Source: an optimization exercise on an open RTL-to-GDS flow (aim: small area). Production flows keep margins and buffers that such runs may drop. In this exercise RTL edits were held to simulation tests only and were not proved equivalent to the original. No activity file was given, so power comes from the tool's default toggle rates.

==> inputs of wip/garnet <==
==> flow/design.v <==
module cda_bit (
   input  logic clk,
   input  logic hs,            
   input  logic ws_n, fs_n,    
   input  logic w_n, f_n,      
   output logic d
);
   logic q, z;
   cda_oai22 u_z (.a1(ws_n), .a2(w_n), .b1(fs_n), .b2(f_n), .y(z));
   cda_ao21  u_d (.a1(hs), .a2(q), .b(z), .y(d));
   always_ff @(posedge clk) q <= d;
endmodule
module cda_oai22 (
   input  logic a1, a2, b1, b2,
   output logic y
);
   assign y = ~((a1 | a2) & (b1 | b2));
endmodule
module cda_ao21 (
   input  logic a1, a2, b,
   output logic y
);
   assign y = (a1 & a2) | b;
endmodule
module cda_nor2 (
   input  logic a, b,
   output logic y
);
   assign y = ~(a | b);
endmodule
module cda_nand2 (
   input  logic a, b,
   output logic y
);
   assign y = ~(a & b);
endmodule
module cda_inv (
   input  logic a,
   output logic y
);
   assign y = ~a;
endmodule
module cda_byte (
   input  logic       clk,
   input  logic       wl_n,    
   input  logic       wb_n,    
   input  logic       fl,      
   input  logic       cf,      
   input  logic [7:0] w_n,     
   input  logic [7:0] f_n,     
   output logic [7:0] d        
);
   logic ws, ws_n, fs_n, hs;
   cda_nor2  u_ws  (.a(wl_n), .b(wb_n), .y(ws));
   cda_inv   u_wsn (.a(ws), .y(ws_n));
   cda_nand2 u_fsn (.a(fl), .b(ws_n), .y(fs_n));
   cda_nor2  u_hs  (.a(cf), .b(ws), .y(hs));
   for (genvar i = 0; i < 8; i++) begin : g_bit
      cda_bit u_bit (.clk(clk), .hs(hs), .ws_n(ws_n), .fs_n(fs_n), .w_n(w_n[i]), .f_n(f_n[i]),
                     .d(d[i]));
   end
endmodule
module cda_aoi222 (
   input  logic a1, a2, b1, b2, c1, c2,
   output logic y
);
   assign y = ~((a1 & a2) | (b1 & b2) | (c1 & c2));
endmodule
module cda_aoi22 (
   input  logic a1, a2, b1, b2,
   output logic y
);
   assign y = ~((a1 & a2) | (b1 & b2));
endmodule
module cda_nand6 (
   input  logic [5:0] y,
   output logic       o
);
   assign o = ~&y;
endmodule
module cda_rdbit (
   input  logic [16:0] s,
   input  logic [16:0] d,
   output logic        o
);
   logic [5:0] y;
   for (genvar g = 0; g < 5; g++) begin : g_aoi
      cda_aoi222 u_aoi (
         .a1(s[3*g]),   .a2(d[3*g]),
         .b1(s[3*g+1]), .b2(d[3*g+1]),
         .c1(s[3*g+2]), .c2(d[3*g+2]),
         .y(y[g])
      );
   end
   cda_aoi22 u_aoi22 (.a1(s[15]), .a2(d[15]), .b1(s[16]), .b2(d[16]), .y(y[5]));
   cda_nand6 u_or (.y(y), .o(o));
endmodule
module cache_data_array #(
   parameter int unsigned LINE_BITS = 128,
   parameter int unsigned WORD_BITS = 16,
   parameter int unsigned SETS      = 8,
   parameter int unsigned WAYS      = 2,
   localparam int unsigned WORDS = LINE_BITS / WORD_BITS,
   localparam int unsigned OFF_W = (WORDS > 1) ? $clog2(WORDS) : 1,
   localparam int unsigned SET_W = $clog2(SETS),
   localparam int unsigned WAY_W = (WAYS > 1) ? $clog2(WAYS) : 1,
   localparam int unsigned BE_W  = WORD_BITS / 8
) (
   input  logic                 clk,
   input  logic                 rst_n,
   output logic                 ready,
   input  logic                 rd_en,
   input  logic [SET_W-1:0]     rd_set,
   input  logic [WAY_W-1:0]     rd_way,
   output logic                 rd_valid,
   output logic [LINE_BITS-1:0] rd_line,
   output logic                 rd_dirty,
   input  logic                 wr_en,
   input  logic [SET_W-1:0]     wr_set,
   input  logic [WAY_W-1:0]     wr_way,
   input  logic [OFF_W-1:0]     wr_offset,
   input  logic [BE_W-1:0]      wr_byte_en,
   input  logic [WORD_BITS-1:0] wr_word,
   input  logic                 fill_en,
   input  logic [SET_W-1:0]     fill_set,
   input  logic [WAY_W-1:0]     fill_way,
   input  logic [LINE_BITS-1:0] fill_line
);
   localparam int unsigned LINES  = SETS * WAYS;
   localparam int unsigned BYTES  = LINE_BITS / 8;
   localparam int unsigned WBYTES = WORD_BITS / 8;
   localparam int unsigned RDN    = LINES + 1;
   localparam logic [WAY_W-1:0] WAY_MASK = WAY_W'(WAYS - 1);
   logic                 ready_q;
   logic [SET_W-1:0]     cnt_q;
   logic                 rd_valid_q;
   logic                 rd_dirty_q;
   logic [LINE_BITS-1:0] rd_line_q;
   logic [LINE_BITS-1:0] data_d  [LINES];
   logic [LINES-1:0]     dirty_q;
   logic [LINES-1:0]     dirty_d;
   logic                 run;
   logic [LINES-1:0]     clr_l, fill_l, wr_l, rd_l;
   logic [BYTES-1:0]     wr_b;
   logic                 rd_hold;
   assign run = rst_n & ready_q;
   always_comb begin
      for (int unsigned l = 0; l < LINES; l++) begin
         clr_l[l]  = rst_n & ~ready_q & (cnt_q == SET_W'(l / WAYS));
         fill_l[l] = run & fill_en & (fill_set == SET_W'(l / WAYS)) &
                     ((fill_way & WAY_MASK) == WAY_W'(l % WAYS));
         wr_l[l]   = run & wr_en & (wr_set == SET_W'(l / WAYS)) &
                     ((wr_way & WAY_MASK) == WAY_W'(l % WAYS));
         rd_l[l]   = run & rd_en & (rd_set == SET_W'(l / WAYS)) &
                     ((rd_way & WAY_MASK) == WAY_W'(l % WAYS));
      end
      for (int unsigned b = 0; b < BYTES; b++)
         wr_b[b] = (wr_offset == OFF_W'(b / WBYTES)) & wr_byte_en[b % WBYTES];
      rd_hold = rst_n & ~(ready_q & rd_en);
   end
   for (genvar l = 0; l < LINES; l++) begin : g_line
      for (genvar b = 0; b < BYTES; b++) begin : g_byte
         cda_byte u_byte (
            .clk (clk),
            .wl_n(~wr_l[l]),
            .wb_n(~wr_b[b]),
            .fl  (fill_l[l]),
            .cf  (clr_l[l] | fill_l[l]),
            .w_n (~wr_word[(b % WBYTES)*8 +: 8]),
            .f_n (~fill_line[b*8 +: 8]),
            .d   (data_d[l][b*8 +: 8])
         );
      end
      assign dirty_d[l] = (wr_l[l] & (wr_byte_en != '0)) |
                          (dirty_q[l] & ~(clr_l[l] | fill_l[l]));
   end
   logic [RDN-1:0] rd_s;
   assign rd_s = {rd_hold, rd_l};
   logic [LINE_BITS-1:0] rd_line_d;
   for (genvar i = 0; i < LINE_BITS; i++) begin : g_rd
      logic [RDN-1:0] dv;
      always_comb begin
         for (int unsigned l = 0; l < LINES; l++) dv[l] = data_d[l][i];
         dv[LINES] = rd_line_q[i];
      end
      cda_rdbit u_rd (.s(rd_s), .d(dv), .o(rd_line_d[i]));
   end
   logic rd_dirty_d;
   always_comb begin
      rd_dirty_d = rd_hold & rd_dirty_q;
      for (int unsigned l = 0; l < LINES; l++) rd_dirty_d = rd_dirty_d | (rd_l[l] & dirty_d[l]);
   end
   always_ff @(posedge clk) begin
      ready_q    <= rst_n & (ready_q | (cnt_q == SET_W'(SETS - 1)));
      cnt_q      <= rst_n ? cnt_q + SET_W'(1) : '0;
      rd_valid_q <= run & rd_en;
      rd_line_q  <= rd_line_d;
      rd_dirty_q <= rd_dirty_d;
      dirty_q    <= dirty_d;
   end
   assign ready    = ready_q;
   assign rd_valid = rd_valid_q;
   assign rd_line  = rd_line_q;
   assign rd_dirty = rd_dirty_q;
endmodule
==> flow/flow/run.sh <==
#!/bin/bash
# The standard layout (standard.sh, unchanged synthesis, floorplan, power grid and routing),
# with two settings passed to its steps through the environment:
#  - clock tree synthesis without dummy loads and with small leaf clusters driven by clkbuf_8;
#  - the port buffers use the smallest buffer cell (the resizer can still upsize them).
set -uo pipefail
export CTS_ARGS="-sink_clustering_enable -repair_clock_nets -dont_use_dummy_load -sink_clustering_size 16 -sink_clustering_max_diameter 50 -buf_list {sky130_fd_sc_hd__clkbuf_8}"
export BUFFER_PORTS_ARGS="-buffer_cell sky130_fd_sc_hd__buf_1"
bash standard.sh > standard.log 2>&1
rc=$?
# Keep each ORFS step's full log beside the run.
mkdir -p logs_orfs
cp -r orfs/logs/. logs_orfs/ 2>/dev/null
exit $rc
==> flow/standard.sh <==
#!/bin/bash
# synth_recipe.tcl (not shown) runs the flow's synth.tcl, then flattens the netlist and writes it again
# the make line also repeats each setting of config.mk as NAME=value (left out here)
make -C /OpenROAD-flow-scripts/flow DESIGN_CONFIG=/design/flow/config.mk WORK_HOME=/design/flow/orfs CLKGATE_MAP_FILE= SYNTH_SCRIPT=/design/flow/synth_recipe.tcl "${@:-finish}"
==> flow/config.mk <==
export PLATFORM = sky130hd
export DESIGN_NAME = cache_data_array
export DESIGN_NICKNAME = cache_data_array
export VERILOG_FILES = /design/flow/design.v
export SDC_FILE = /design/flow/constraint.sdc
export NUM_CORES = 4
export LEC_CHECK = 0
export CAP_MARGIN = 10
export CELL_PAD_IN_SITES_DETAIL_PLACEMENT = 1
export CORE_MARGIN = 2
export CORE_UTILIZATION = 40
export GPL_TIMING_DRIVEN = 0
export PLACE_DENSITY = 0.5
export SETUP_SLACK_MARGIN = 0.15
export SLEW_MARGIN = 10
export SYNTH_HIERARCHICAL = 1
export SYNTH_MINIMUM_KEEP_SIZE = 0
==> flow/constraint.sdc <==
create_clock -name core_clock -period 5.0 [get_ports {clk}]
set_input_delay 1.0000 -clock core_clock [delete_from_list [all_inputs] [get_ports {clk}]]
set_output_delay 1.0000 -clock core_clock [all_outputs]
set_load 0.01 [all_outputs]
==> wip/umber: changes against wip/garnet <==
--- a/flow/design.v
+++ b/flow/design.v
@@ -62,19 +62,13 @@
 endmodule
-module cda_aoi222 (
-   input  logic a1, a2, b1, b2, c1, c2,
+module cda_nand4 (
+   input  logic a, b, c, d,
    output logic y
 );
-   assign y = ~((a1 & a2) | (b1 & b2) | (c1 & c2));
+   assign y = ~(a & b & c & d);
 endmodule
-module cda_aoi22 (
-   input  logic a1, a2, b1, b2,
-   output logic y
-);
-   assign y = ~((a1 & a2) | (b1 & b2));
-endmodule
-module cda_nand6 (
-   input  logic [5:0] y,
+module cda_or5 (
+   input  logic [4:0] y,
    output logic       o
 );
-   assign o = ~&y;
+   assign o = |y;
 endmodule
@@ -85,13 +79,12 @@
 );
-   logic [5:0] y;
-   for (genvar g = 0; g < 5; g++) begin : g_aoi
-      cda_aoi222 u_aoi (
-         .a1(s[3*g]),   .a2(d[3*g]),
-         .b1(s[3*g+1]), .b2(d[3*g+1]),
-         .c1(s[3*g+2]), .c2(d[3*g+2]),
-         .y(y[g])
-      );
+   logic [16:0] n;
+   logic [4:0]  y;
+   for (genvar i = 0; i < 17; i++) begin : g_n
+      cda_nand2 u_n (.a(s[i]), .b(d[i]), .y(n[i]));
    end
-   cda_aoi22 u_aoi22 (.a1(s[15]), .a2(d[15]), .b1(s[16]), .b2(d[16]), .y(y[5]));
-   cda_nand6 u_or (.y(y), .o(o));
+   for (genvar g = 0; g < 4; g++) begin : g_or
+      cda_nand4 u_or (.a(n[4*g]), .b(n[4*g+1]), .c(n[4*g+2]), .d(n[4*g+3]), .y(y[g]));
+   end
+   cda_inv u_h (.a(n[16]), .y(y[4]));
+   cda_or5 u_o (.y(y), .o(o));
 endmodule
--- a/flow/flow/run.sh
+++ b/flow/flow/run.sh
@@ -3,3 +3,3 @@
 # with two settings passed to its steps through the environment:
-#  - clock tree synthesis without dummy loads and with small leaf clusters driven by clkbuf_8;
+#  - clock tree synthesis without dummy loads and with larger leaf clusters of smaller buffers;
 #  - the port buffers use the smallest buffer cell (the resizer can still upsize them).
- SETUP_SLACK_MARGIN: 0.15 -> unset
==> flow_summary.yaml <==
status:
  status: "complete, no violations"
finish:
  final_cell_mix: "2582 x nand2_1, 2198 x dfxtp_1, 2049 x a21o_1, 2049 x o22ai_1, 644 x nor2_1"
  nNonClkBuffers: 494
  multi_input_area_share_pct: 43.6
  final_cell_area_um2: 105000
worst_setup_path:
  r2r_setup_slack_ps: 350
power:
  seqPwrFrac_pct: 56.9
  cellLeakagePower_nw: 55.7
synthesis:
  yosys.area_share.simple_pct: 18.2
route:
  wl_met3_um: 43900
  drt-vias-per-instance: 6.46
  wl_um: 444000
placed_design:
  pre_cts_slack_ps: -85.9
The numbers above come from wip/umber.

==> flow_summary.yaml <==
finish:
  multi_input_area_share_pct: 41.9
  clockNetworkAreaShare_pct: 3.76
  n_clock_buffer: 277
  nNonClkBuffers: 519
  final_cell_area_um2: 101000
route:
  drt-vias-per-instance: 7.04
  wl_um: 429000
  wl_met3_um: 38800
power:
  seqPwrFrac_pct: 57.3
  cellLeakagePower_nw: 51.2
synthesis:
  yosys.area_share.simple_pct: 6.14
status:
  status: "complete, no violations"
placed_design:
  pre_cts_slack_ps: -454
The numbers above come from wip/garnet.

[what the ideal ports hide]
Ports are ideal in the flow. The routed layouts listed here were re-timed in OpenROAD. Step 1, drivers: a clkbuf_16 drives clk and a buf_2 each remaining input, both assumed. Step 2 times the ports against the registers' clock, not the clock port: input delays grow and output delays shrink by t, the midpoint of the rising clock arrivals with the driver on. Three values: no drivers, after step 1, after step 2; two values: the first two.
run | shift t [ns] | slack for setup (ns) | hold WS [ns] | worst setup path after step 2 | slew at the worst register clock pin (ns)
wip/garnet | 1.171 | 0.235 / 0.235 / -0.666 | 0.329 / 0.261 / 0.445 | input to register | 0.11 / 0.11
wip/umber | 1.149 | 0.351 / 0.351 / -0.351 | 0.406 / 0.340 / 0.442 | input to register | 0.10 / 0.10
With both steps, setup timing fails in wip/garnet and wip/umber, where it was met with ideal ports. For wip/garnet, which loses most, drivers alone change the setup slack by 0.000 ns; drivers and shift together by -0.901 ns.
